Source: an optimization exercise on an open RTL-to-GDS flow (aim: small area). Production flows keep margins and buffers that such runs may drop. RTL that was checked went through simulation tests only; none was proved equivalent to the original. No functional check of the RTL was part of runs 2 to 4. No activity file was given, so power comes from the tool's default toggle rates.

`flow/design.v`:
```
module dmem_responder (
    input  logic                   clk,
    input  logic                   rst,
    input  logic                   req_valid,
    output logic                   req_ready,
    input  logic                   req_we,
    input  logic [31:0]            req_addr,
    input  logic [31:0]            req_wdata,
    input  logic [3:0]             req_be,
    output logic                   rsp_valid,
    input  logic                   rsp_ready,
    output logic [31:0]            rsp_rdata,
    output logic                   rsp_err,
    output logic [15:0]            test_value
);
    localparam int N  = 63;    
    localparam int WP = 5;     
    localparam int RT = 3;     
    localparam logic [2:0] ST_IDLE = 3'd0;
    localparam logic [2:0] ST_W2   = 3'd1;
    localparam logic [2:0] ST_W1   = 3'd2;
    localparam logic [2:0] ST_W0   = 3'd3;
    localparam logic [2:0] ST_RESP = 3'd4;
    logic [2:0]  st;
    logic        ready_en;
    logic        hs;
    logic        win;
    logic        exec;
    logic [5:0]  idx_q;
    logic        fault_q;
    logic        we_q;
    logic [31:0] wdata_q;
    logic [3:0]  be_q;
    logic        store_act;    
    logic [5:0]  off;
    logic [31:0] rdata_q;
    logic [31:0] w0;
    logic [31:0] ring [N];
    logic [N-1:0] rv;
    logic        fault_in;
    assign fault_in = (req_addr[1:0] != 2'b00) || (req_addr[31:8] != '0);
    assign hs        = req_valid && ready_en && (st == ST_IDLE);
    assign win       = (st == ST_W2) || (st == ST_W1) || (st == ST_W0);
    assign exec      = (st == ST_W0);
    assign req_ready = ready_en && (st == ST_IDLE);
    assign rsp_valid = (st == ST_RESP);
    always_ff @(posedge clk or negedge rst) begin
        if (!rst) begin
            st       <= ST_IDLE;
            ready_en <= 1'b0;
        end else begin
            ready_en <= 1'b1;
            case (st)
                ST_IDLE: if (hs) st <= ST_W2;
                ST_W2:   st <= ST_W1;
                ST_W1:   st <= ST_W0;
                ST_W0:   st <= ST_RESP;
                ST_RESP: if (rsp_ready) st <= ST_IDLE;
                default: st <= ST_IDLE;
            endcase
        end
    end
    always_ff @(posedge clk) begin
        if (hs) begin
            idx_q   <= req_addr[7:2];
            fault_q <= fault_in;
            we_q    <= req_we;
            wdata_q <= req_wdata;
            be_q    <= req_be;
        end
    end
    always_ff @(posedge clk or negedge rst) begin
        if (!rst) begin
            store_act <= 1'b0;
            off       <= '0;
        end else begin
            if (hs) store_act <= req_we && !fault_in && (req_addr[7:2] != 6'd0);
            off <= (off == 6'(N-1)) ? 6'd0 : off + 6'd1;
        end
    end
    logic [6:0] psum;
    logic [5:0] tpos;
    assign psum = {1'b0, idx_q} + {1'b0, off};
    assign tpos = psum[5:0] + {5'd0, psum[6]};
    logic [N-1:0] at_pos;
    always_comb begin
        for (int i = 0; i < N; i++) at_pos[i] = (tpos == i[5:0]);
        at_pos[0] = at_pos[0] || (tpos == 6'd63);
    end
    for (genvar p = 0; p < N; p++) begin : g_ring
        localparam int PREV = (p + N - 1) % N;
        if ((PREV % WP) == 0) begin : g_port
            logic hit;
            assign hit = store_act && at_pos[PREV];
            always_ff @(posedge clk) begin
                for (int b = 0; b < 4; b++) begin
                    if (hit && be_q[b])
                        ring[p][8*b +: 8] <= wdata_q[8*b +: 8];
                    else if (hit && !rv[PREV])
                        ring[p][8*b +: 8] <= 8'h00;
                    else
                        ring[p][8*b +: 8] <= ring[PREV][8*b +: 8];
                end
            end
            always_ff @(posedge clk or negedge rst) begin
                if (!rst) rv[p] <= 1'b0;
                else      rv[p] <= rv[PREV] || hit;
            end
        end else begin : g_shift
            always_ff @(posedge clk) ring[p] <= ring[PREV];
            always_ff @(posedge clk or negedge rst) begin
                if (!rst) rv[p] <= 1'b0;
                else      rv[p] <= rv[PREV];
            end
        end
    end
    always_ff @(posedge clk or negedge rst) begin
        if (!rst) begin
            w0 <= '0;
        end else if (exec && we_q && !fault_q && idx_q == 6'd0) begin
            for (int b = 0; b < 4; b++)
                if (be_q[b]) w0[8*b +: 8] <= wdata_q[8*b +: 8];
        end
    end
    logic        ring_load;
    logic        tap_phase;
    logic [31:0] tap_data;
    assign ring_load = !we_q && !fault_q && (idx_q != 6'd0);
    always_comb begin
        tap_data  = '0;
        tap_phase = 1'b0;
        for (int j = 0; j < N / RT; j++) begin
            if (at_pos[RT * j]) begin
                tap_phase = 1'b1;
                if (rv[RT * j]) tap_data = tap_data | ring[RT * j];
            end
        end
    end
    always_ff @(posedge clk) begin
        if (win && ring_load && tap_phase)
            rdata_q <= tap_data;
        else if (exec && !ring_load)
            rdata_q <= (!we_q && !fault_q) ? w0 : 32'h0;
    end
    assign rsp_rdata  = rdata_q;
    assign rsp_err    = fault_q;
    assign test_value = w0[15:0];
endmodule
```
`flow/run.sh`:
```
#!/bin/bash
# synth_recipe.tcl (not shown) runs the flow's synth.tcl, then flattens the netlist and writes it again
# the make line also repeats each setting of config.mk as NAME=value (left out here)
make -C /OpenROAD-flow-scripts/flow DESIGN_CONFIG=/design/flow/config.mk WORK_HOME=/design/flow/orfs CLKGATE_MAP_FILE= SYNTH_SCRIPT=/design/flow/synth_recipe.tcl finish
```
`flow/config.mk`:
```
export PLATFORM = sky130hd
export DESIGN_NAME = dmem_responder
export DESIGN_NICKNAME = dmem_responder
export VERILOG_FILES = /design/flow/design.v
export SDC_FILE = /design/flow/constraint.sdc
export NUM_CORES = 4
export LEC_CHECK = 0
export CAP_MARGIN = 20
export CORE_MARGIN = 2
export CORE_UTILIZATION = 40
export SLEW_MARGIN = 20
```
`flow/constraint.sdc`:
```
create_clock -name core_clock -period 5.0 [get_ports {clk}]
set_input_delay 1.0000 -clock core_clock [delete_from_list [all_inputs] [get_ports {clk}]]
set_output_delay 1.0000 -clock core_clock [all_outputs]
set_load 0.01 [all_outputs]
```
==> results.yml, run 1 <==
floorplanning:
  placementRows: 138
  dieHeight_um: 380
  floorplan.core_area_um2: 141000
  initial_core_util_pct: 40.2
  die_x_um: 380
  die_area_um2: 144000
  num_io_pins: 124
detailed_routing:
  antenna_left: 0
  drt_iter0_markers: 3557
  detail_route.drc_violations: 0
  postRouteWirelength_mm: 171
  wl_per_cell_um: 25.9
  post_drt_via_cell_ratio: 5.18
  firstDrtPassIters: 7
  vias: 34200
synthesis:
  synthesis.area_um2: 56600
  synth_fp_nets: 4281
  synth_enable_flop_cells: 76
  ys.warnings.count: 2
  seq_area_frac_synth_pct: 80.0
  ys_types: 79
  yosys_most_used_dff: "dfxtp_1"
  postSynthRegisterBits: 2198
  ys_async_sr_fraction_pct: 4.82
  synthesis.area_per_instance_um2: 13.5
  synthCells: 4197
final_layout:
  post_route_cells_drive_above_1_share_pct: 14.2
  mostFrequentLayoutCell: "dfxtp_1"
  finish.net_count: 4625
  area_delta_synth_final_pct: 20.7
  layout_common_cells: "dfxtp_1, nand2_1, o21ai_0"
  final_design_area_no_fill_um2: 68300
  antenna_cells: 0
  instances_no_fill: 6594
sta:
  finalWorstPathRequiredPeriod_ns: 4.79
  rsz0062_at_grt: "yes"
  final_hold_violation_count: 0
  timing.setup.tns_ns: 0
  report.final.setup_viol: 0
  timing.fmax_mhz: 209
  max_slew_margin_pct: 19.0
  timing_worst_slew_pin_value_ns: 1.21
  number_of_max_slew_violations_in_the_final_report: 0
  clock_skew_ns: 0.0438
  final_min_period_over_clock_period_pct: 95.8
setup_path:
  critical_path.reg2reg.startpoint: "idx_q[0]"
  regToRegSetupSlack_ns: 0.21
  critical_path_peak_fanout: 26
  worstSetupStartpointType: "flop"
  timing.critical_path.arrival_ns: 5.47
  timing.critical_path.required_ns: 5.68
  path_class: "reg -> reg"
  timing.critical_path.to_type: "flop"
  reg2reg_to: "rdata_q[1]"
  reg2reg_depth: 20
place:
  detailed_place.area_um2: 61500
  hpwlAfterDp_mm: 111
  placement.io_buffers: 123
  dp.cells: 6227
  gp_congestion: 0.953
power:
  power.ir.vdd_worst_mv: 0.343
  p_leak_nw: 26.2
  power_per_cell_area_nw_per_um2: 512
cts:
  ctsRootBufferMaster: "clkbuf_16"
  insertion_delay_of_the_later_clocked_pin_in_the_worst_skew_pair_ns: 0.83
  cts.htree.levels: 4
  tritoncts_num_sinks: 2198
  cts_buffer_count: 194
  cts.clk_slew.worst_paths_ns: 0.07
  cts-root-to-sink-buffers: 3
  tritoncts_clock_tree: "built"
hold_path:
  worst_hold_path_type: "in -> async"
grt:
  grt-ovfl-total: 0
  grt_use_total_pct: 23.1
  antenna_found_initial: 3
  grt_pass1_vias: 34000
  grt_max_degree: 79
  wire_length_of_the_first_global_routing_pass_mm: 241
run_status:
  outcome: "finished clean"
flow_run:
  timing.max_cap.violations: 0
==> Yosys cell counts, types with 6 or more instances <==
| cell type | n | area share [%] |
|---|---|---|
| and2_1 | 8 | 0.088 |
| a31oi_1 | 11 | 0.12 |
| nor2_1 | 42 | 0.28 |
| edfxtp_1 | 76 | 4.0 |
| a222oi_1 | 69 | 1.2 |
| clkbuf_1 | 125 | 0.83 |
| a221o_1 | 14 | 0.25 |
| o21ai_1 | 92 | 0.81 |
| o31ai_1 | 6 | 0.080 |
| dfxtp_1 | 2016 | 71 |
| a22oi_1 | 70 | 0.93 |
| nand3_1 | 88 | 0.78 |
| a21o_1 | 14 | 0.19 |
| nand4_1 | 22 | 0.24 |
| nor3_1 | 20 | 0.18 |
| a2111oi_0 | 7 | 0.11 |
| o21ai_0 | 386 | 3.4 |
| buf_2 | 50 | 0.44 |
| a32oi_1 | 8 | 0.12 |
| nand2b_1 | 8 | 0.088 |
| ha_1 | 10 | 0.22 |
| a221oi_1 | 78 | 1.2 |
| a22o_1 | 13 | 0.20 |
| mux2_2 | 32 | 0.64 |
| buf_1 | 12 | 0.080 |
| a211oi_1 | 13 | 0.17 |
| buf_4 | 22 | 0.29 |
| dfrtp_1 | 106 | 4.7 |
| inv_1 | 19 | 0.13 |
| nand2_1 | 507 | 3.4 |
| and3_1 | 28 | 0.31 |
| buf_6 | 7 | 0.14 |
| nor4_1 | 11 | 0.12 |
| a21oi_1 | 83 | 0.73 |
| o2bb2ai_1 | 32 | 0.50 |
==> routing by layer <==
layer  GRT usage, %  routed length [µm]
met1           31.8               75000
met2           35.1               74900
met3           5.07               13800
met4           9.76                7110
met5              0                  12
==> worst max-delay path by stage <==
stage / from / endpoint / slack, ns / depth (start not counted)
6_report: idx_q[0] / rdata_q[1] / 0.21 / 20
5_1_grt: idx_q[0] / rdata_q[19] / -0.05 / 21
4_1_cts: idx_q[0] / rdata_q[19] / 0.003 / 19
3_5_place_dp: idx_q[0] / rdata_q[20] / -0.27 / 18
3_3_place_gp: idx_q[0] / rdata_q[20] / -0.13 / 18
2_1_floorplan: off[0] / rdata_q[0] / 0.16 / 16
==> worst max-delay path, cell delays in order (launching register included) <==
cell and delay [ns]:
edfxtp_1 0.41, ha_2 0.23, fa_1 0.38, a21o_1 0.22, a21oi_4 0.15, nor2_1 0.05
o21ai_0 0.15, nand2b_1 0.08, ha_1 0.22, ha_1 0.22, buf_4 0.16, xnor2_2 0.19
buf_12 0.22, nand4_1 0.29, a21boi_4 0.65, buf_4 0.30, a222oi_1 0.08, and3_1 0.22
o221ai_1 0.23, a211oi_2 0.08, o21ai_1 0.12
==> sequential cells by signal, summed over array words and instances (netlist names), 4 cells and up <==
signal and cells:
off 6, rv 63, be_q 4, ring 2016, wdata_q 32, idx_q 6
w0 32, rdata_q 32
==> metrics by stage <==
step	utilization [%]	worst slack (ns)	hold slack, ns	power, mW
3_5_place_dp	43.7	-0.266	0.312	20.2
5_1_grt	48.5	-0.0496	0.255	35.9
2_1_floorplan	-	0.157	0.310	19.2
3_3_place_gp	43.7	-0.134	0.309	20.2
4_1_cts	48.3	0.00275	0.241	35.0
6_report	48.5	0.211	0.209	34.9
==> power breakdown <==
group          switching [mW]  leakage, nW  internal, mW
combinational            1.32         4.57         0.733
clock                    6.54         3.19          8.44
sequential              0.140         18.4          17.8
==> what timing repair did <==
action | in CTS | in global routing
pin swaps | 3 | 6
gates cloned | 0 | 1
hold buffers | 0 | 0
buffers inserted | 3 | 4
setup endpoints to repair | 12 | 80
resized for setup | 7 | 34
==> kinds of logic after synthesis <==
family,Yosys count,share of synthesized area [%]
simple gates,762,5.87
compound gates,938,10.8
mux,35,0.690
xor+xnor,17,0.460
fa+ha+maj,11,0.257
flops,2198,80.0
buf+inv,235,1.91
other cells,1,0.00663
==> cell type report <==
| class | count | area [µm²] |
|---|---|---|
| Sequential cell | 2198 | 45300 |
| Multi-Input combinational cell | 1764 | 10600 |
| Tap cell | 1890 | 2360 |
| Inverter | 19 | 71.3 |
| Clock buffer | 287 | 5670 |
| Timing Repair Buffer | 364 | 3510 |
| Fill cell | 12400 | 72600 |
| Clock inverter | 72 | 817 |
==> inputs of run 2 (changes only) <==
--- a/flow/design.v
+++ b/flow/design.v
@@ -36,7 +36,9 @@
     logic [31:0] rdata_q;
     logic [31:0] w0;
     logic [31:0] ring [N];
-    logic [N-1:0] rv;
+    logic [2:0]  clr_c;        
+    logic        clr;
+    assign clr = (clr_c != 3'd5);
     logic        fault_in;
     assign fault_in = (req_addr[1:0] != 2'b00) || (req_addr[31:8] != '0);
     assign hs        = req_valid && ready_en && (st == ST_IDLE);
@@ -73,45 +75,44 @@
         if (!rst) begin
             store_act <= 1'b0;
             off       <= '0;
+            clr_c     <= '0;
         end else begin
+            if (clr) clr_c <= clr_c + 3'd1;
             if (hs) store_act <= req_we && !fault_in && (req_addr[7:2] != 6'd0);
-            off <= (off == 6'(N-1)) ? 6'd0 : off + 6'd1;
+            off <= off_n;
         end
     end
+    logic [5:0] off_n;
     logic [6:0] psum;
+    logic [5:0] tpos_in;
     logic [5:0] tpos;
-    assign psum = {1'b0, idx_q} + {1'b0, off};
-    assign tpos = psum[5:0] + {5'd0, psum[6]};
+    assign off_n   = (off == 6'(N-1)) ? 6'd0 : off + 6'd1;
+    assign psum    = {1'b0, req_addr[7:2]} + {1'b0, off_n};
+    assign tpos_in = (psum >= 7'(N)) ? 6'(psum - 7'(N)) : psum[5:0];
+    always_ff @(posedge clk) begin
+        if (hs) tpos <= tpos_in;
+        else    tpos <= (tpos == 6'(N-1)) ? 6'd0 : tpos + 6'd1;
+    end
     logic [N-1:0] at_pos;
     always_comb begin
         for (int i = 0; i < N; i++) at_pos[i] = (tpos == i[5:0]);
-        at_pos[0] = at_pos[0] || (tpos == 6'd63);
     end
     for (genvar p = 0; p < N; p++) begin : g_ring
         localparam int PREV = (p + N - 1) % N;
         if ((PREV % WP) == 0) begin : g_port
-            logic hit;
-            assign hit = store_act && at_pos[PREV];
+            logic       hit;
+            logic [3:0] wsel;    
+            logic [3:0] keep;    
+            assign hit  = store_act && at_pos[PREV];
+            assign wsel = {4{hit}} & be_q;
+            assign keep = ~wsel & {4{!clr}};
             always_ff @(posedge clk) begin
-                for (int b = 0; b < 4; b++) begin
-                    if (hit && be_q[b])
-                        ring[p][8*b +: 8] <= wdata_q[8*b +: 8];
-                    else if (hit && !rv[PREV])
-                        ring[p][8*b +: 8] <= 8'h00;
-                    else
-                        ring[p][8*b +: 8] <= ring[PREV][8*b +: 8];
-                end
-            end
-            always_ff @(posedge clk or negedge rst) begin
-                if (!rst) rv[p] <= 1'b0;
-                else      rv[p] <= rv[PREV] || hit;
+                for (int b = 0; b < 4; b++)
+                    ring[p][8*b +: 8] <= ({8{wsel[b]}} & wdata_q[8*b +: 8])
+                                       | ({8{keep[b]}} & ring[PREV][8*b +: 8]);
             end
         end else begin : g_shift
             always_ff @(posedge clk) ring[p] <= ring[PREV];
-            always_ff @(posedge clk or negedge rst) begin
-                if (!rst) rv[p] <= 1'b0;
-                else      rv[p] <= rv[PREV];
-            end
         end
     end
     always_ff @(posedge clk or negedge rst) begin
@@ -126,13 +127,19 @@
     logic        tap_phase;
     logic [31:0] tap_data;
     assign ring_load = !we_q && !fault_q && (idx_q != 6'd0);
+    logic [N/RT-1:0] tap_ok;
+    for (genvar j = 0; j < N / RT; j++) begin : g_tap
+        localparam int Q  = RT * j;
+        localparam int PD = (Q == 0) ? (N - 1) % WP : (Q - 1) % WP;
+        assign tap_ok[j] = (clr_c > 3'(PD));
+    end
     always_comb begin
         tap_data  = '0;
         tap_phase = 1'b0;
         for (int j = 0; j < N / RT; j++) begin
             if (at_pos[RT * j]) begin
                 tap_phase = 1'b1;
-                if (rv[RT * j]) tap_data = tap_data | ring[RT * j];
+                if (tap_ok[j]) tap_data = tap_data | ring[RT * j];
             end
         end
     end
--- a/flow/config.mk
+++ b/flow/config.mk
@@ -7,5 +7,7 @@
 export LEC_CHECK = 0
 export CAP_MARGIN = 20
 export CORE_MARGIN = 2
-export CORE_UTILIZATION = 40
+export CORE_UTILIZATION = 60
+export CTS_BUF_LIST = sky130_fd_sc_hd__clkbuf_4
+export GPL_TIMING_DRIVEN = 0
 export SLEW_MARGIN = 20
==> results.yml, run 2 <==
sta:
  final_min_period_over_clock_period_pct: 103
  post-route-worst-setup-slack_ns: -0.134
  timing.setup.tns_ns: -0.238
  timing.fmax_mhz: 195
  final_hold_violation_count: 0
  timing_worst_slew_pin_value_ns: 1.41
  rsz0062_at_grt: "no"
  clock_skew_ns: 0.114
  max_slew_margin_pct: 6.30
  report.final.setup_viol: 3
  finalWorstPathRequiredPeriod_ns: 5.13
  worst_hold_slack_ns: 0.241
  number_of_max_slew_violations_in_the_final_report: 0
final_layout:
  post_route_cells_drive_above_1_share_pct: 18.3
  final_design_area_no_fill_um2: 68100
  largest_register_ff_count: 2016
  layout_common_cells: "dfxtp_1, nand2_1, clkbuf_4"
  area_delta_synth_final_pct: 18.1
  instances_no_fill: 7079
  mostFrequentLayoutCell: "dfxtp_1"
  final_core_util_pct: 71.6
  seqCellArea_um2: 43900
  multiInputGateArea_um2: 12600
  max_flop_register: "ring"
  finish.net_count: 5552
  fillers: 6997
setup_path:
  timing.critical_path.arrival_ns: 6.17
  worstSetupStartpointType: "flop"
  worst_path_max_delay_cell: "nor2_1"
  worstPathCellList: "inv_1, ha_1, clkbuf_1, nand3b_1, nor2_1, buf_2, buf_2, a22oi_1, a21oi_1, nor4_1, o21ai_0"
  timing.critical_path.required_ns: 6.04
  critical_path_peak_fanout: 11
  cpPeakStageDelay_ns: 1.02
  crit_top_cell: "buf_2"
  timing.critical_path.to_type: "flop"
  path_class: "reg -> reg"
cts:
  tritoncts_num_sinks: 2144
  cts-root-to-sink-buffers: 4
  post_cts_resize_count: 0
  cts.clk_slew.worst_paths_ns: 0.06
  cts_buffer_count: 531
  insertion_delay_of_the_later_clocked_pin_in_the_worst_skew_pair_ns: 1.31
  ctsRootBufferMaster: "clkbuf_4"
  cts.htree.levels: 6
  tritoncts_clock_tree: "built"
power:
  power.ir.vdd_worst_mv: 0.371
  power_per_cell_area_nw_per_um2: 515
  finalPower_mw: 35.1
  p_leak_nw: 29.0
synthesis:
  synth_fp_nets: 4853
  yosys.area.top_type: "dfxtp_1"
  ys.warnings.count: 2
  ys_async_sr_fraction_pct: 2.15
  synth_enable_flop_cells: 76
  post_synth_main_area_contributors: "dfxtp_1, nand2_1, nand3_1, edfxtp_1, a22oi_1"
  yosys_most_used_dff: "dfxtp_1"
  yosys.area.top_type_share_pct: 70.2
  seq_area_frac_synth_pct: 76.2
  ys_types: 84
  synthesis.area_per_instance_um2: 12.1
  synth_common_cells: "dfxtp_1, nand2_1, nand3_1"
  synthesis.area_um2: 57700
  synthCells: 4761
  postSynthRegisterBits: 2144
  most_frequent_cell_after_synthesis: "dfxtp_1"
place:
  detailedPlace.worstSlack_ns: 0.447
  dp.cells: 6188
  placement.io_buffers: 123
  hpwlAfterDp_mm: 146
  gp_congestion: 1.01
  detailed_place.area_um2: 61400
run_status:
  outcome: "finished with violations"
  so_faults: "setup timing"
floorplanning:
  initial_core_util_pct: 60.6
  floorplan.core_area_um2: 95200
  dieHeight_um: 314
  num_io_pins: 124
  die_x_um: 314
  die_area_um2: 98600
  placementRows: 113
detailed_routing:
  vias: 43200
  topRoutingLayerUsed: "met5"
  postRouteWirelength_mm: 229
  firstDrtPassIters: 8
  detail_route.drc_violations: 0
  post_drt_via_cell_ratio: 6.10
  met2RoutedLength_mm: 93.1
  wl_per_cell_um: 32.4
  wl_met1_mm: 83.3
  dr_wl_met3_mm: 34.5
  antenna_left: 0
  drt_iter0_markers: 6634
grt:
  grt_max_degree: 42
  grt_use_total_pct: 45.9
  wire_length_of_the_first_global_routing_pass_mm: 305
  grt-ovfl-total: 0
  grt_pass1_vias: 41000
  antenna_found_initial: 37
flow_run:
  timing.max_cap.violations: 0
hold_path:
  worst_hold_path_type: "in -> reg"
-- run 2: worst paths after layout --
check	startpoint	endpoint	slack [ns]	cells past startpoint
max	tpos[0]	rdata_q[19]	-0.13	11
min	req_be[3]	be_q[3]	0.24	1
max reg2reg	tpos[0]	rdata_q[19]	-0.13	11
min reg2reg	ring[62][24]	ring[0][24]	0.24	0
max in group asynchronous	rst	w0[17]	4.00	3
min in group asynchronous	rst	w0[29]	0.27	2
-- run 2: area by class of cell --
type / count / share of cell area [%]
Timing Repair Buffer: 166 / 2.98
Antenna cell: 30 / 0.110
Buffer: 281 / 1.94
Clock buffer: 753 / 8.30
Multi-Input combinational cell: 2321 / 18.5
Inverter: 15 / 0.0864
Tap cell: 1265 / 2.32
Sequential cell: 2144 / 64.5
Clock inverter: 104 / 1.28
-- run 2: cells by family after synthesis --
group           count (synthesis)  share of synthesized area [%]
compound gates                523                           6.55
xor+xnor                       12                          0.182
fa+ha+maj                      19                          0.425
buf+inv                       296                           2.24
flops                        2144                           76.2
mux                            37                          0.718
other cells                     1                        0.00650
simple gates                 1729                           13.7
-- run 2: critical path, delay by kind of cell (launching register included) --
family / cells / cell delay [ns]
fa+ha+maj: 1 / 0.14
buf+inv: 4 / 2.20
flops: 1 / 0.36
compound gates: 3 / 0.69
simple gates: 3 / 1.47
-- run 2: report_power, final --
part / leakage, nW / switching, mW / total (mW) / internal (mW)
logic: 7.51 / 2.40 / 3.10 / 0.693
registers: 17.6 / 0.150 / 17.5 / 17.4
clock network: 3.89 / 6.66 / 14.4 / 7.77
-- run 2: per-layer routing --
metal | GRT usage, % | up-vias
met4 | 33.0 | 21
met5 | 0.290 | -
met2 | 63.5 | 3690
li1 | - | 17900
met3 | 19.6 | 983
met1 | 57.5 | 20600
-- run 2: what timing repair did --
action | 4_1_cts | 5_1_grt
hold buffers | 1 | 0
setup buffers | 0 | 0
endpoints found under the hold margin | 20 | 0
==> inputs of run 3 (changes only) <==
--- a/flow/config.mk
+++ b/flow/config.mk
@@ -7,7 +7,5 @@
 export LEC_CHECK = 0
 export CAP_MARGIN = 20
 export CORE_MARGIN = 2
-export CORE_UTILIZATION = 60
-export CTS_BUF_LIST = sky130_fd_sc_hd__clkbuf_4
-export GPL_TIMING_DRIVEN = 0
+export CORE_UTILIZATION = 40
 export SLEW_MARGIN = 20
==> results.yml, run 3 <==
place:
  placement.io_buffers: 123
  detailed_place.area_um2: 60900
  hpwlAfterDp_mm: 116
  gp_congestion: 0.888
power:
  power_per_cell_area_nw_per_um2: 522
  power.ir.vdd_worst_mv: 0.302
  share_clk_of_total_power_pct: 43.3
  power_frac_comb_pct: 6.3
  p_seq_share_pct: 50.4
  switching_power_mw: 8.42
  cellInternalPower_mw: 26.9
  swShare_pct: 23.8
  finalPower_mw: 35.3
  p_leak_nw: 27.6
sta:
  finalWorstPathRequiredPeriod_ns: 4.08
  max_slew_margin_pct: 16.1
  final_min_period_over_clock_period_pct: 81.6
  timing.fmax_mhz: 245
  rsz0062_at_grt: "no"
  report.final.setup_viol: 0
  timing.setup.tns_ns: 0
  clock_skew_ns: 0.0337
  final_hold_violation_count: 0
  timing_worst_slew_pin_value_ns: 1.26
  number_of_max_slew_violations_in_the_final_report: 0
grt:
  grt-ovfl-total: 0
  grt_use_total_pct: 24.9
  antenna_found_initial: 15
  grt_max_degree: 78
  grt_pass1_vias: 35800
  wire_length_of_the_first_global_routing_pass_mm: 259
synthesis:
  synth_fp_nets: 4853
  seq_area_frac_synth_pct: 76.2
  most_frequent_cell_after_synthesis: "dfxtp_1"
  synth_top_family_by_area: "simple AND/OR/NAND/NOR gates"
  synth_enable_flop_cells: 76
  ys_types: 84
  postSynthRegisterBits: 2144
  synth_common_cells: "dfxtp_1, nand2_1, nand3_1"
  yosys_most_used_dff: "dfxtp_1"
  post_synth_main_area_contributors: "dfxtp_1, nand2_1, nand3_1, edfxtp_1, a22oi_1"
  ys_async_sr_fraction_pct: 2.15
  synth_xor_area_share_pct: 0.182
  synthCells: 4761
  ys.warnings.count: 2
  yosys.area.top_type: "dfxtp_1"
  synthesis.area_per_instance_um2: 12.1
  muxShareOfSynthArea_pct: 0.718
  synth-compound-area-share_pct: 6.55
  synthesis.area_um2: 57700
  synth-simple-area-share_pct: 13.7
  yosys.area.top_type_share_pct: 70.2
  synth-adder-area-share_pct: 0.425
cts:
  post-cts-setup-buffer-count: 0
  cts-root-to-sink-buffers: 3
  postCtsHoldBufs: 0
  post_cts_resize_count: 0
  tritoncts_num_sinks: 2144
  cts.clk_slew.worst_paths_ns: 0.06
  cts_buffer_count: 193
  cts.htree.levels: 4
  tritoncts_clock_tree: "built"
  insertion_delay_of_the_later_clocked_pin_in_the_worst_skew_pair_ns: 0.81
  ctsRootBufferMaster: "clkbuf_16"
detailed_routing:
  postRouteWirelength_mm: 187
  drt_iter0_markers: 4671
  detail_route.drc_violations: 0
  antenna_left: 0
  post_drt_via_cell_ratio: 5.34
  wl_per_cell_um: 26.9
  vias: 37100
  firstDrtPassIters: 6
setup_path:
  reg2reg_to: "rdata_q[26]"
  critical_path.reg2reg.startpoint: "tpos[4]"
  regToRegSetupSlack_ns: 0.92
  reg2reg_depth: 7
  timing.critical_path.to_type: "flop"
  worstSetupStartpointType: "flop"
  timing.critical_path.required_ns: 5.64
  path_class: "reg -> reg"
  timing.critical_path.arrival_ns: 4.72
  critical_path_peak_fanout: 26
floorplanning:
  floorplan.core_area_um2: 143000
  die_area_um2: 147000
  initial_core_util_pct: 40.2
  num_io_pins: 124
  placementRows: 139
  dieHeight_um: 384
  die_x_um: 384
final_layout:
  fillers: 12800
  seqCellArea_um2: 43900
  final_design_area_no_fill_um2: 67600
  layout_common_cells: "dfxtp_1, nand2_1, nand3_1"
  largest_register_ff_count: 2016
  mostFrequentLayoutCell: "dfxtp_1"
  finish.net_count: 4971
  area_delta_synth_final_pct: 17.3
  max_flop_register: "ring"
  final_core_util_pct: 47.2
  post_route_cells_drive_above_1_share_pct: 9.70
  multiInputGateArea_um2: 12700
hold_path:
  worst_hold_path_type: "in -> async"
flow_run:
  timing.max_cap.violations: 0
run_status:
  outcome: "finished clean"
==> run 3: cell counts after synthesis <==
Identical to the previous run, type by type.
==> run 3: kinds of logic after synthesis <==
family | Yosys count
DFF | 2144
and+or+nand+nor | 1729
AOI/OAI and AO/OA | 523
buffers and inverters | 296
muxes | 37
adders and majority gates | 19
xor gates and xnor gates | 12
other | 1
==> run 3: critical path, stage by stage (launching register included) <==
cell and delay, ns:
dfxtp_1 1.01, nor2b_2 0.83, and2_1 0.92, buf_4 0.46, a32o_1 0.22, a221oi_1 0.05, and4b_1 0.26, o21ai_0 0.15
==> run 3: how the worst max path moves through the flow <==
stage / startpoint / endpoint / slack (ns) / cells after the start
after floorplan: tpos[0] / rdata_q[0] / 1.34 / 9
after global placement: tpos[4] / rdata_q[26] / 1.23 / 7
after detailed placement: tpos[4] / rdata_q[26] / 1.19 / 7
after CTS: tpos[4] / rdata_q[26] / 1.15 / 7
after global routing: tpos[4] / rdata_q[26] / 1.02 / 7
final: tpos[4] / rdata_q[26] / 0.92 / 7
==> run 3: routing by layer <==
metal | part of all wire (%) | GRT usage (%)
met2 | 44 | 38.2
met1 | 41 | 32.8
met4 | 5.2 | 12.4
met5 | 0.025 | 0
met3 | 9.4 | 5.91
==> run 3: stage by stage <==
| step | setup WS, ns | hold slack, ns | std cells |
|---|---|---|---|
| final | 0.919 | 0.131 | 6947 |
| after global placement | 1.23 | 0.309 | 6586 |
| after CTS | 1.15 | 0.115 | 6946 |
| after global routing | 1.02 | 0.133 | 6946 |
| after floorplan | 1.34 | 0.310 | 4761 |
| after detailed placement | 1.19 | 0.312 | 6587 |
==> run 3: power by group through the flow <==
stage	logic [mW]	clock network [mW]	registers, mW
4_1_cts	2.14	15.4	17.8
5_1_grt	2.23	16.1	17.8
2_1_floorplan	0.986	0	17.9
3_5_place_dp	2.14	0	18.2
3_3_place_gp	2.12	0	18.2
6_report	2.22	15.3	17.8
==> run 3: area by class of cell <==
cell class	count	area share, %
clock buffers	292	8.81
clock inverters	67	1.08
repair buffers	204	2.83
multi-input cells	2321	18.7
flip-flops and latches	2144	65.0
well taps	1903	3.52
inverters	15	0.0851
diodes	1	0.00370
==> inputs of run 4 (changes only) <==
--- a/flow/design.v
+++ b/flow/design.v
@@ -26,7 +26,7 @@
     logic        hs;
     logic        win;
     logic        exec;
-    logic [5:0]  idx_q;
+    logic        w0_q;         
     logic        fault_q;
     logic        we_q;
     logic [31:0] wdata_q;
@@ -64,7 +64,7 @@
     end
     always_ff @(posedge clk) begin
         if (hs) begin
-            idx_q   <= req_addr[7:2];
+            w0_q    <= (req_addr[7:2] == 6'd0);
             fault_q <= fault_in;
             we_q    <= req_we;
             wdata_q <= req_wdata;
@@ -118,7 +118,7 @@
     always_ff @(posedge clk or negedge rst) begin
         if (!rst) begin
             w0 <= '0;
-        end else if (exec && we_q && !fault_q && idx_q == 6'd0) begin
+        end else if (exec && we_q && !fault_q && w0_q) begin
             for (int b = 0; b < 4; b++)
                 if (be_q[b]) w0[8*b +: 8] <= wdata_q[8*b +: 8];
         end
@@ -126,7 +126,7 @@
     logic        ring_load;
     logic        tap_phase;
     logic [31:0] tap_data;
-    assign ring_load = !we_q && !fault_q && (idx_q != 6'd0);
+    assign ring_load = !we_q && !fault_q && !w0_q;
     logic [N/RT-1:0] tap_ok;
     for (genvar j = 0; j < N / RT; j++) begin : g_tap
         localparam int Q  = RT * j;
==> flow/flow/run.sh (new file) <==
#!/bin/bash
# Own layout flow: the standard synthesis, an area re-map of its combinational logic (the
# flip-flops are kept exactly as synthesized), then the standard layout with smaller port
# buffers and a clock tree built from larger sink clusters without dummy loads.
set -euo pipefail
W=$PWD
R=$W/orfs/results/$FLOW_PLATFORM/dmem_responder/base

bash standard.sh synth > "$W/synth.log" 2>&1

cp "$R/1_2_yosys.v" "$W/standard_synth.v"
FLOW_HOME=$FLOW_HOME FLOW_TOP=$FLOW_TOP bash flow/remap.sh "$W/standard_synth.v" "$W/remapped.v" > "$W/remap.log" 2>&1
cp "$W/remapped.v" "$R/1_2_yosys.v"
touch "$R/1_2_yosys.v"

bash standard.sh \
  "BUFFER_PORTS_ARGS=-buffer_cell sky130_fd_sc_hd__buf_1" \
  "CTS_ARGS=-sink_clustering_enable -repair_clock_nets -dont_use_dummy_load -sink_clustering_size 25 -sink_clustering_max_diameter 60" \
  finish > "$W/layout.log" 2>&1
==> flow/flow/remap.sh (new file) <==
#!/bin/bash
# remap.sh IN.v OUT.v: map the combinational logic of the standard synthesis's netlist again,
# for area, with ABC's area mapper, trying a few ABC scripts and keeping the smallest result.
# Every flip-flop instance keeps its name, cell and pins.
set -euo pipefail
IN=$1; OUT=$2
LIB=$FLOW_HOME/platforms/sky130hd/lib/sky130_fd_sc_hd__tt_025C_1v80.lib
D=$(dirname "$OUT")/remap
mkdir -p "$D"
SCRIPTS=(
  "strash; dch; amap; topo"
  "strash; dc2; dch -f; amap; topo"
  "strash; dch; amap; strash; dch; amap; topo"
  "strash; dch -f; map -a; topo"
  "strash; dch; amap; strash; dch; amap; strash; dch; amap; topo"
  "strash; balance; rewrite; refactor; balance; rewrite; rewrite -z; balance; refactor -z; rewrite -z; balance; dch -f; amap; topo"
)
SEQ=$(grep -o 'sky130_fd_sc_hd__[a-z0-9_]*' "$IN" | sort -u | grep -E '__(e|s)?df|__dl' | tr '\n' ' ')
for i in "${!SCRIPTS[@]}"; do
  echo "${SCRIPTS[$i]}" | tr ';' '\n' | sed 's/^ *//' > "$D/s$i.abc"
  cat > "$D/s$i.ys" <<EOY
read_liberty -ignore_miss_func $LIB
read_verilog $IN
hierarchy -top $FLOW_TOP
setattr -mod -set keep_hierarchy 1 $SEQ
flatten
rename -hide w:*.*
blackbox $SEQ
hierarchy -top $FLOW_TOP
opt_clean -purge
abc -liberty $LIB -dont_use *probe* -dont_use *lpflow* -script $D/s$i.abc
opt_clean -purge
hilomap -singleton -hicell sky130_fd_sc_hd__conb_1 HI -locell sky130_fd_sc_hd__conb_1 LO
insbuf -buf sky130_fd_sc_hd__buf_2 A X
splitnets
opt_clean -purge
tee -o $D/s$i.stat stat -liberty $LIB
write_verilog -noattr -noexpr -nohex -nodec $D/s$i.v
EOY
  yosys -l "$D/s$i.log" "$D/s$i.ys" > /dev/null &
done
wait
best=""; bestarea=""
for i in "${!SCRIPTS[@]}"; do
  [[ -f "$D/s$i.stat" && -f "$D/s$i.v" ]] || { echo "script $i (${SCRIPTS[$i]}): failed"; continue; }
  a=$(grep -o "Chip area for module.*: [0-9.]*" "$D/s$i.stat" | awk '{print $NF}')
  echo "script $i (${SCRIPTS[$i]}): area $a"
  if [[ -z "$best" ]] || awk "BEGIN{exit !($a < $bestarea)}"; then best=$i; bestarea=$a; fi
done
echo "kept script $best: area $bestarea"
cp "$D/s$best.v" "$OUT"
==> flow/standard.sh (new file) <==
#!/bin/bash
# synth_recipe.tcl (not shown) runs the flow's synth.tcl, then flattens the netlist and writes it again
# the make line also repeats each setting of config.mk as NAME=value (left out here)
make -C /OpenROAD-flow-scripts/flow DESIGN_CONFIG=/design/flow/config.mk WORK_HOME=/design/flow/orfs CLKGATE_MAP_FILE= SYNTH_SCRIPT=/design/flow/synth_recipe.tcl "${@:-finish}"
removed: flow/run.sh
==> results.yml, run 4 <==
run_status:
  outcome: "finished clean"
grt:
  grt_pass1_vias: 30500
  wire_length_of_the_first_global_routing_pass_mm: 218
  grt_max_degree: 79
  grt_use_total_pct: 22.2
  antenna_found_initial: 10
  grt-ovfl-total: 0
final_layout:
  post_route_cells_drive_above_1_share_pct: 5.76
  finish.net_count: 4382
  mostFrequentLayoutCell: "dfxtp_1"
  max_flop_register: "ring"
  instances_no_fill: 6077
  fillers: 12200
  largest_register_ff_count: 2016
  area_delta_synth_final_pct: 11.9
  layout_common_cells: "dfxtp_1, o21ai_0, nand3_1"
  final_core_util_pct: 45.1
cts:
  postCtsHoldBufs: 0
  post-cts-setup-buffer-count: 0
  cts-root-to-sink-buffers: 3
  cts_buffer_count: 113
  cts.clk_slew.worst_paths_ns: 0.09
  cts.htree.levels: 3
  insertion_delay_of_the_later_clocked_pin_in_the_worst_skew_pair_ns: 0.74
  tritoncts_clock_tree: "built"
  post_cts_resize_count: 0
  tritoncts_num_sinks: 2139
  ctsRootBufferMaster: "clkbuf_16"
setup_path:
  regToRegSetupSlack_ns: 0.74
  timing.critical_path.to_type: "flop"
  critical_path_peak_fanout: 32
  worstSetupStartpointType: "flop"
  path_class: "reg -> reg"
  timing.critical_path.arrival_ns: 4.78
  timing.critical_path.required_ns: 5.52
detailed_routing:
  antenna_left: 0
  postRouteWirelength_mm: 156
  wl_per_cell_um: 25.7
  drt_iter0_markers: 3553
  detail_route.drc_violations: 0
  vias: 32300
  firstDrtPassIters: 8
  post_drt_via_cell_ratio: 5.31
sta:
  post-route-worst-setup-slack_ns: 0.738
  max_slew_margin_pct: 13.9
  timing.fmax_mhz: 235
  finalWorstPathRequiredPeriod_ns: 4.26
  worst_hold_slack_ns: 0.287
  timing_worst_slew_pin_value_ns: 1.29
  rsz0062_at_grt: "no"
  number_of_max_slew_violations_in_the_final_report: 0
  clock_skew_ns: 0.0664
  final_min_period_over_clock_period_pct: 85.2
  report.final.setup_viol: 0
  final_hold_violation_count: 0
hold_path:
  worst_hold_path_type: "reg -> reg"
floorplanning:
  die_area_um2: 137000
  dieHeight_um: 371
  initial_core_util_pct: 40.3
  floorplan.core_area_um2: 133000
  placementRows: 134
  die_x_um: 371
  num_io_pins: 124
synthesis:
  synth_fp_nets: 4064
  ys.warnings.count: 2
  synthesis.area_um2: 53800
  synthCells: 3991
  synthesis.area_per_instance_um2: 13.5
power:
  p_leak_nw: 22.1
  finalPower_mw: 29.4
  power.ir.vdd_worst_mv: 0.318
  power_per_cell_area_nw_per_um2: 489
place:
  hpwlAfterDp_mm: 101
  dp.cells: 5962
  detailedPlace.worstSlack_ns: 0.885
  placement.io_buffers: 123
  gp_congestion: 0.878
flow_run:
  timing.max_cap.violations: 0
## run 4: metal layers
layer	vias to the layer above	wire length (µm)	GRT usage (%)
met1	16000	67800	30.3
met3	333	11800	3.90
met2	1348	70100	35.0
li1	14600	-	-
met5	-	45	0
met4	6	6190	8.74
## run 4: layout make-up
type	count	area (µm²)	area share (%)
flip-flops and latches	2139	43800	72.7
multi-input cells	1602	9280	15.4
clock buffers	113	2830	4.70
well taps	1768	2210	3.68
repair buffers	219	1220	2.03
inverters	234	880	1.46
diodes	2	5.00	0.00832
## run 4: through the flow
step / TNS [ns] / instance area [µm²]
2_1_floorplan: -5.55 / 53800
3_3_place_gp: 0 / 57300
3_5_place_dp: 0 / 57400
4_1_cts: 0 / 60200
5_1_grt: 0 / 60200
6_report: 0 / 60200
## run 4: worst max-delay path, cell delays in order, from the launching register on
cell	delay [ns]
dfxtp_1	0.72
clkinv_1	0.46
nand2_1	0.38
nor2_4	0.19
a2111oi_0	0.34
o21ai_0	0.15
o21ai_0	0.22
nor3_1	0.07
buf_4	0.20
or3_2	0.92
o22ai_1	0.40
## run 4: worst paths after layout
| path | from | endpoint | depth (start not counted) |
|---|---|---|---|
| setup / recovery | tpos[3] | rdata_q[27] | 10 |
| setup reg to reg | tpos[3] | rdata_q[27] | 10 |
| hold reg to reg | ring[37][12] | ring[38][12] | 0 |
| min in group asynchronous | rst | w0[6] | 1 |
| max in group asynchronous | rst | off[0] | 1 |
| hold / removal | ring[37][12] | ring[38][12] | 0 |
## run 4: power breakdown
group,internal (mW),switching (mW)
Clock,4.00,5.02
Combinational,0.373,1.36
Sequential,18.1,0.537
==> inputs of run 5 (changes only) <==
--- a/flow/design.v
+++ b/flow/design.v
@@ -29,11 +29,10 @@
     logic        w0_q;         
     logic        fault_q;
     logic        we_q;
-    logic [31:0] wdata_q;
+    logic [31:0] data_q;       
     logic [3:0]  be_q;
     logic        store_act;    
     logic [5:0]  off;
-    logic [31:0] rdata_q;
     logic [31:0] w0;
     logic [31:0] ring [N];
     logic [2:0]  clr_c;        
@@ -67,7 +66,6 @@
             w0_q    <= (req_addr[7:2] == 6'd0);
             fault_q <= fault_in;
             we_q    <= req_we;
-            wdata_q <= req_wdata;
             be_q    <= req_be;
         end
     end
@@ -108,7 +106,7 @@
             assign keep = ~wsel & {4{!clr}};
             always_ff @(posedge clk) begin
                 for (int b = 0; b < 4; b++)
-                    ring[p][8*b +: 8] <= ({8{wsel[b]}} & wdata_q[8*b +: 8])
+                    ring[p][8*b +: 8] <= ({8{wsel[b]}} & data_q[8*b +: 8])
                                        | ({8{keep[b]}} & ring[PREV][8*b +: 8]);
             end
         end else begin : g_shift
@@ -120,7 +118,7 @@
             w0 <= '0;
         end else if (exec && we_q && !fault_q && w0_q) begin
             for (int b = 0; b < 4; b++)
-                if (be_q[b]) w0[8*b +: 8] <= wdata_q[8*b +: 8];
+                if (be_q[b]) w0[8*b +: 8] <= data_q[8*b +: 8];
         end
     end
     logic        ring_load;
@@ -144,12 +142,14 @@
         end
     end
     always_ff @(posedge clk) begin
-        if (win && ring_load && tap_phase)
-            rdata_q <= tap_data;
-        else if (exec && !ring_load)
-            rdata_q <= (!we_q && !fault_q) ? w0 : 32'h0;
+        if (hs)
+            data_q <= req_wdata;
+        else if (win && ring_load && tap_phase)
+            data_q <= tap_data;
+        else if (exec && !we_q && !ring_load)
+            data_q <= fault_q ? 32'h0 : w0;
     end
-    assign rsp_rdata  = rdata_q;
+    assign rsp_rdata  = we_q ? 32'h0 : data_q;
     assign rsp_err    = fault_q;
     assign test_value = w0[15:0];
 endmodule
==> results.yml, run 5 <==
run_status:
  outcome: "finished clean"
sta:
  number_of_max_slew_violations_in_the_final_report: 0
  finalWorstPathRequiredPeriod_ns: 4.28
  timing.setup.tns_ns: 0
  final_min_period_over_clock_period_pct: 85.7
  report.final.setup_viol: 0
  clock_skew_ns: 0.0667
  max_slew_margin_pct: 25.1
  final_hold_violation_count: 0
  rsz0062_at_grt: "no"
  timing.fmax_mhz: 233
  timing_worst_slew_pin_value_ns: 1.12
power:
  swShare_pct: 24.6
  finalPower_mw: 29.5
  power_frac_comb_pct: 7.7
  p_seq_share_pct: 61.6
  p_leak_nw: 22.0
  switching_power_mw: 7.25
  power_per_cell_area_nw_per_um2: 494
  share_clk_of_total_power_pct: 30.7
  power.ir.vdd_worst_mv: 0.313
  cellInternalPower_mw: 22.3
cts:
  insertion_delay_of_the_later_clocked_pin_in_the_worst_skew_pair_ns: 0.73
  cts.htree.levels: 3
  tritoncts_clock_tree: "built"
  postCtsHoldBufs: 0
  post_cts_resize_count: 0
  cts_buffer_count: 114
  ctsRootBufferMaster: "clkbuf_16"
  tritoncts_num_sinks: 2107
  cts-root-to-sink-buffers: 3
  cts.clk_slew.worst_paths_ns: 0.08
  post-cts-setup-buffer-count: 0
final_layout:
  seqCellArea_um2: 42800
  post_route_cells_drive_above_1_share_pct: 6.14
  largest_register_ff_count: 2016
  largest_registers: "ring x2016, data_q x32, w0 x32"
  multiInputGateArea_um2: 9610
  final_design_area_no_fill_um2: 59700
  area_delta_synth_final_pct: 12.3
  fillers: 11800
  finish.net_count: 4408
  mostFrequentLayoutCell: "dfxtp_1"
  max_flop_register: "ring"
  instances_no_fill: 6092
  layout_common_cells: "dfxtp_1, o21ai_0, nand3_1"
synthesis:
  synth_fp_nets: 4075
  ys.warnings.count: 2
  synthCells: 4002
  synthesis.area_um2: 53200
  synthesis.area_per_instance_um2: 13.3
place:
  dp.cells: 5973
  detailed_place.area_um2: 56800
  placement.io_buffers: 123
  gp_congestion: 0.883
  hpwlAfterDp_mm: 103
floorplanning:
  placementRows: 133
  dieHeight_um: 369
  die_x_um: 369
  floorplan.core_area_um2: 132000
  die_area_um2: 136000
  num_io_pins: 124
  initial_core_util_pct: 40.4
setup_path:
  timing.critical_path.depth: 12
  worstPathCellList: "clkinv_1, nand2_1, nor3_4, or4_1, or4_1, nor3_1, nor4b_2, buf_4, nor3_2, buf_4, clkinv_1, o221ai_1"
  worst_path_max_delay_cell: "dfxtp_1"
  critical_path_peak_fanout: 11
  crit_buf_inv: 4
  timing.critical_path.max_delay_family: "simple AND/OR/NAND/NOR gates"
  timing.critical_path.to_type: "flop"
  path_class: "reg -> reg"
  worstSetupStartpointType: "flop"
  reg2reg_depth: 12
  cpPeakStageDelay_ns: 0.57
  timing.critical_path.required_ns: 5.49
  timing.critical_path.arrival_ns: 4.77
hold_path:
  hold_path_depth: 0
  worst_hold_path_type: "reg -> reg"
grt:
  grt_max_degree: 60
  grt-ovfl-total: 0
  grt_use_total_pct: 23.3
  antenna_found_initial: 8
  grt_pass1_vias: 31200
  wire_length_of_the_first_global_routing_pass_mm: 226
detailed_routing:
  antenna_left: 0
  vias: 32800
  wl_per_cell_um: 26.7
  detail_route.drc_violations: 0
  drt_iter0_markers: 4153
  firstDrtPassIters: 6
  post_drt_via_cell_ratio: 5.38
  postRouteWirelength_mm: 163
flow_run:
  timing.max_cap.violations: 0
==> run 5: worst paths after layout <==
kind / start / endpoint / slack (ns)
setup / recovery: tpos[5] / data_q[17] / 0.72
hold / removal: ring[16][23] / ring[17][23] / 0.27
setup reg to reg: tpos[5] / data_q[17] / 0.72
hold reg to reg: ring[16][23] / ring[17][23] / 0.27
max in group asynchronous: rst / off[5] / 3.74
min in group asynchronous: rst / ready_en / 0.48
==> run 5: final cells by class <==
class | instances | area share (%)
inverter | 235 | 1.48
antenna | 4 | 0.0168
timing repair buffer | 233 | 2.26
tap | 1755 | 3.68
clock buffer | 114 | 4.78
multi-input combinational | 1644 | 16.1
sequential | 2107 | 71.7
==> run 5: per-layer routing <==
layer	wire, µm	global-route usage [%]	vias up	part of all wire (%)
met5	13	0	-	0.0080
met4	5610	8.30	2	3.5
met3	13800	4.64	296	8.5
met2	71200	35.9	1521	44
met1	71900	32.7	16300	44
li1	-	-	14700	-
==> run 5: per-stage QoR <==
step	setup WS [ns]	hold WS [ns]	utilization [%]
after CTS	0.813	0.281	45.3
final	0.715	0.269	45.4
after global routing	0.621	0.276	45.3
after global placement	0.726	0.310	43.2
after floorplan	0.0723	0.310	-
after detailed placement	0.843	0.312	43.2
==> run 5: power groups by stage <==
stage	clock, mW	sequential (mW)	combinational (mW)
6_report	9.06	18.2	2.28
5_1_grt	9.76	18.3	2.37
4_1_cts	9.15	18.2	2.22
3_5_place_dp	0	18.6	2.21
3_3_place_gp	0	18.5	2.20
2_1_floorplan	0	18.4	1.00
==> inputs of run 6 (changes only) <==
--- a/flow/design.v
+++ b/flow/design.v
@@ -123,7 +123,6 @@
     end
     logic        ring_load;
     logic        tap_phase;
-    logic [31:0] tap_data;
     assign ring_load = !we_q && !fault_q && !w0_q;
     logic [N/RT-1:0] tap_ok;
     for (genvar j = 0; j < N / RT; j++) begin : g_tap
@@ -131,23 +130,27 @@
         localparam int PD = (Q == 0) ? (N - 1) % WP : (Q - 1) % WP;
         assign tap_ok[j] = (clr_c > 3'(PD));
     end
+    logic [N/RT-1:0]   at_tap;
+    for (genvar j = 0; j < N / RT; j++) begin : g_at_tap
+        assign at_tap[j] = at_pos[RT * j];
+    end
+    logic              rd_win;
+    logic [N/RT-1:0]   sel_tap;
+    logic              sel_w0;
+    logic              data_en;
+    logic [31:0]       data_d;
+    assign rd_win    = win && ring_load;
+    assign tap_phase = |at_tap;
+    assign sel_tap   = {(N/RT){rd_win}} & at_tap & tap_ok;
+    assign sel_w0    = exec && !we_q && !fault_q && w0_q;
+    assign data_en   = hs || (rd_win && tap_phase) || (exec && !we_q && !ring_load);
     always_comb begin
-        tap_data  = '0;
-        tap_phase = 1'b0;
-        for (int j = 0; j < N / RT; j++) begin
-            if (at_pos[RT * j]) begin
-                tap_phase = 1'b1;
-                if (tap_ok[j]) tap_data = tap_data | ring[RT * j];
-            end
-        end
+        data_d = ({32{hs}} & req_wdata) | ({32{sel_w0}} & w0);
+        for (int j = 0; j < N / RT; j++)
+            data_d = data_d | ({32{sel_tap[j]}} & ring[RT * j]);
     end
     always_ff @(posedge clk) begin
-        if (hs)
-            data_q <= req_wdata;
-        else if (win && ring_load && tap_phase)
-            data_q <= tap_data;
-        else if (exec && !we_q && !ring_load)
-            data_q <= fault_q ? 32'h0 : w0;
+        if (data_en) data_q <= data_d;
     end
     assign rsp_rdata  = we_q ? 32'h0 : data_q;
     assign rsp_err    = fault_q;
--- a/flow/flow/run.sh
+++ b/flow/flow/run.sh
@@ -15,5 +15,5 @@
 
 bash standard.sh \
   "BUFFER_PORTS_ARGS=-buffer_cell sky130_fd_sc_hd__buf_1" \
-  "CTS_ARGS=-sink_clustering_enable -repair_clock_nets -dont_use_dummy_load -sink_clustering_size 25 -sink_clustering_max_diameter 60" \
+  "CTS_ARGS=-sink_clustering_enable -repair_clock_nets -dont_use_dummy_load -sink_clustering_size 30 -sink_clustering_max_diameter 60" \
   finish > "$W/layout.log" 2>&1
--- a/flow/config.mk
+++ b/flow/config.mk
@@ -8,4 +8,5 @@
 export CAP_MARGIN = 20
 export CORE_MARGIN = 2
 export CORE_UTILIZATION = 40
+export PLACE_DENSITY = 0.8
 export SLEW_MARGIN = 20
==> results.yml, run 6 <==
sta:
  timing.fmax_mhz: 221
  timing.setup.tns_ns: 0
  max_slew_margin_pct: 15.7
  final_min_period_over_clock_period_pct: 90.3
  report.final.setup_viol: 0
  clock_skew_ns: 0.117
  timing_worst_slew_pin_value_ns: 1.26
  rsz0062_at_grt: "no"
  number_of_max_slew_violations_in_the_final_report: 0
  post-route-worst-setup-slack_ns: 0.483
  worst_hold_slack_ns: 0.181
  finalWorstPathRequiredPeriod_ns: 4.52
  final_hold_violation_count: 0
synthesis:
  synth_fp_nets: 4050
  ys.warnings.count: 2
  synthCells: 3977
  synthesis.area_per_instance_um2: 13.3
  synthesis.area_um2: 53000
floorplanning:
  placementRows: 133
  floorplan.core_area_um2: 131000
  dieHeight_um: 368
  num_io_pins: 124
  die_area_um2: 135000
  initial_core_util_pct: 40.3
  die_x_um: 368
setup_path:
  cpPeakStageDelay_ns: 0.84
  worst_path_max_delay_cell: "nor2_4"
  path_class: "reg -> reg"
  timing.critical_path.arrival_ns: 5.09
  critical_path_peak_fanout: 11
  worstSetupStartpointType: "flop"
  crit_top_cell: "clkinv_1"
  worstPathCellList: "or2_0, or2_0, nor3_1, clkinv_1, nor2_1, clkinv_1, buf_4, o21ai_0, clkinv_1, nor2_4, buf_4, a222oi_1, o2111ai_1, a2111oi_0, nand3_1"
  timing.critical_path.required_ns: 5.57
  timing.critical_path.to_type: "flop"
cts:
  cts-root-to-sink-buffers: 3
  post_cts_resize_count: 0
  post-cts-setup-buffer-count: 0
  cts.htree.levels: 3
  postCtsHoldBufs: 0
  tritoncts_num_sinks: 2107
  cts.clk_slew.worst_paths_ns: 0.11
  insertion_delay_of_the_later_clocked_pin_in_the_worst_skew_pair_ns: 0.71
  cts_buffer_count: 98
  tritoncts_clock_tree: "built"
  ctsRootBufferMaster: "clkbuf_16"
detailed_routing:
  wl_per_cell_um: 25.7
  detail_route.drc_violations: 0
  postRouteWirelength_mm: 156
  firstDrtPassIters: 10
  antenna_left: 0
  post_drt_via_cell_ratio: 5.55
  drt_iter0_markers: 5118
  vias: 33600
power:
  finalPower_mw: 28.2
  p_leak_nw: 21.8
  power.ir.vdd_worst_mv: 0.344
  power_per_cell_area_nw_per_um2: 477
final_layout:
  max_flop_register: "ring"
  area_delta_synth_final_pct: 11.6
  mostFrequentLayoutCell: "dfxtp_1"
  largest_register_ff_count: 2016
  final_core_util_pct: 45.0
  finish.net_count: 4369
  layout_common_cells: "dfxtp_1, o21ai_0, nand3_1"
  fillers: 11500
  post_route_cells_drive_above_1_share_pct: 5.50
  largest_registers: "ring x2016, data_q x32, w0 x32"
place:
  gp_congestion: 0.951
  detailedPlace.worstSlack_ns: 0.692
  hpwlAfterDp_mm: 99.5
  placement.io_buffers: 123
grt:
  grt_max_degree: 109
  grt-ovfl-total: 0
  grt_pass1_vias: 32800
  grt_use_total_pct: 22.2
  wire_length_of_the_first_global_routing_pass_mm: 221
  antenna_found_initial: 8
run_status:
  outcome: "finished clean"
hold_path:
  worst_hold_path_type: "in -> async"
flow_run:
  timing.max_cap.violations: 0
==> run 6: cell count changes in the layout (fill, tap and decap cells not counted), moves of 16 or more <==
cell,before,now
o22ai_1,171,104
nand3_1,298,353
o21ai_0,343,379
clkinv_1,233,212
a221o_1,23,4
or2_0,14,33
a222oi_1,59,76
clkbuf_16,114,98
==> run 6: layout make-up <==
class                           count  area [µm²]  area share (%)
Tap cell                         1755        2200            3.72
Timing Repair Buffer              235        1400            2.37
Antenna cell                       11        27.5          0.0466
Clock buffer                       98        2450            4.15
Sequential cell                  2107       42800            72.4
Inverter                          214         803            1.36
Multi-Input combinational cell   1640        9420            15.9
==> run 6: per-stage QoR <==
step / cell area [µm²] / cells
after global routing: 59100 / 6049
after floorplan: 53000 / 3977
after CTS: 59100 / 6049
after global placement: 56600 / 5950
after detailed placement: 56600 / 5951
final: 59100 / 6060
==> run 6: worst max-delay path, delay by kind of cell, from the launching register on <==
family,cells,cell delay [ns]
simple gates,6,2.03
buf+inv,5,1.47
flops,1,0.44
compound gates,4,0.44
==> run 6: report_power, final <==
group	switching, mW	internal [mW]
registers	0.440	17.7
logic	1.33	0.378
clock network	4.84	3.50
==> run 6: final timing paths <==
| kind | start | to | slack (ns) | depth (start not counted) |
|---|---|---|---|---|
| max in group asynchronous | rst | clr_c[0] | 3.76 | 2 |
| setup / recovery | st[2] | data_q[25] | 0.48 | 15 |
| min in group core_clock | ring[31][3] | ring[32][3] | 0.24 | 0 |
| setup reg to reg | st[2] | data_q[25] | 0.48 | 15 |
| hold / removal | rst | w0[27] | 0.18 | 1 |
| hold reg to reg | ring[31][3] | ring[32][3] | 0.24 | 0 |
==> run 6: per-layer routing <==
metal | routed length (µm) | GRT usage [%]
met4 | 9850 | 12.5
met1 | 59500 | 28.1
met2 | 66600 | 33.1
met3 | 20000 | 7.61
met5 | 61 | 0

afterwards: timing with drivers on the ports:
In the flow no input, the clock included, has a driving cell. The finished layouts below were timed again as built, in two steps. Step 1 (the two cells are an assumption about what drives the block):
set clk [get_ports {clk}]
set_driving_cell -lib_cell sky130_fd_sc_hd__clkbuf_16 $clk
set_driving_cell -lib_cell sky130_fd_sc_hd__buf_2 [delete_from_list [all_inputs] $clk]
Step 2, shift: input delay + t, output delay - t, t = (earliest + latest rising clock arrival at the registers) / 2. This alone moves slack from input paths to output paths. a / b / c = ideal ports / drivers / drivers and shift; a / b = the first two.
run	shift t [ns]	slack for setup (ns)	worst register clock-pin slew, ns	worst slew at a driven data input, ns	pins driven straight from the clock port
run 1	0.883	0.211 / 0.211 / 0.211	0.07 / 0.07	0.05	1
run 2	1.325	-0.134 / -0.134 / -0.134	0.08 / 0.08	0.04	1
run 3	0.869	0.919 / 0.919 / 0.919	0.07 / 0.07	0.05	1
run 4	0.776	0.738 / 0.738 / 0.738	0.10 / 0.10	0.06	1
run 5	0.774	0.715 / 0.715 / 0.715	0.10 / 0.10	0.13	1
run 6	0.728	0.483 / 0.483 / 0.483	0.11 / 0.11	0.18	1
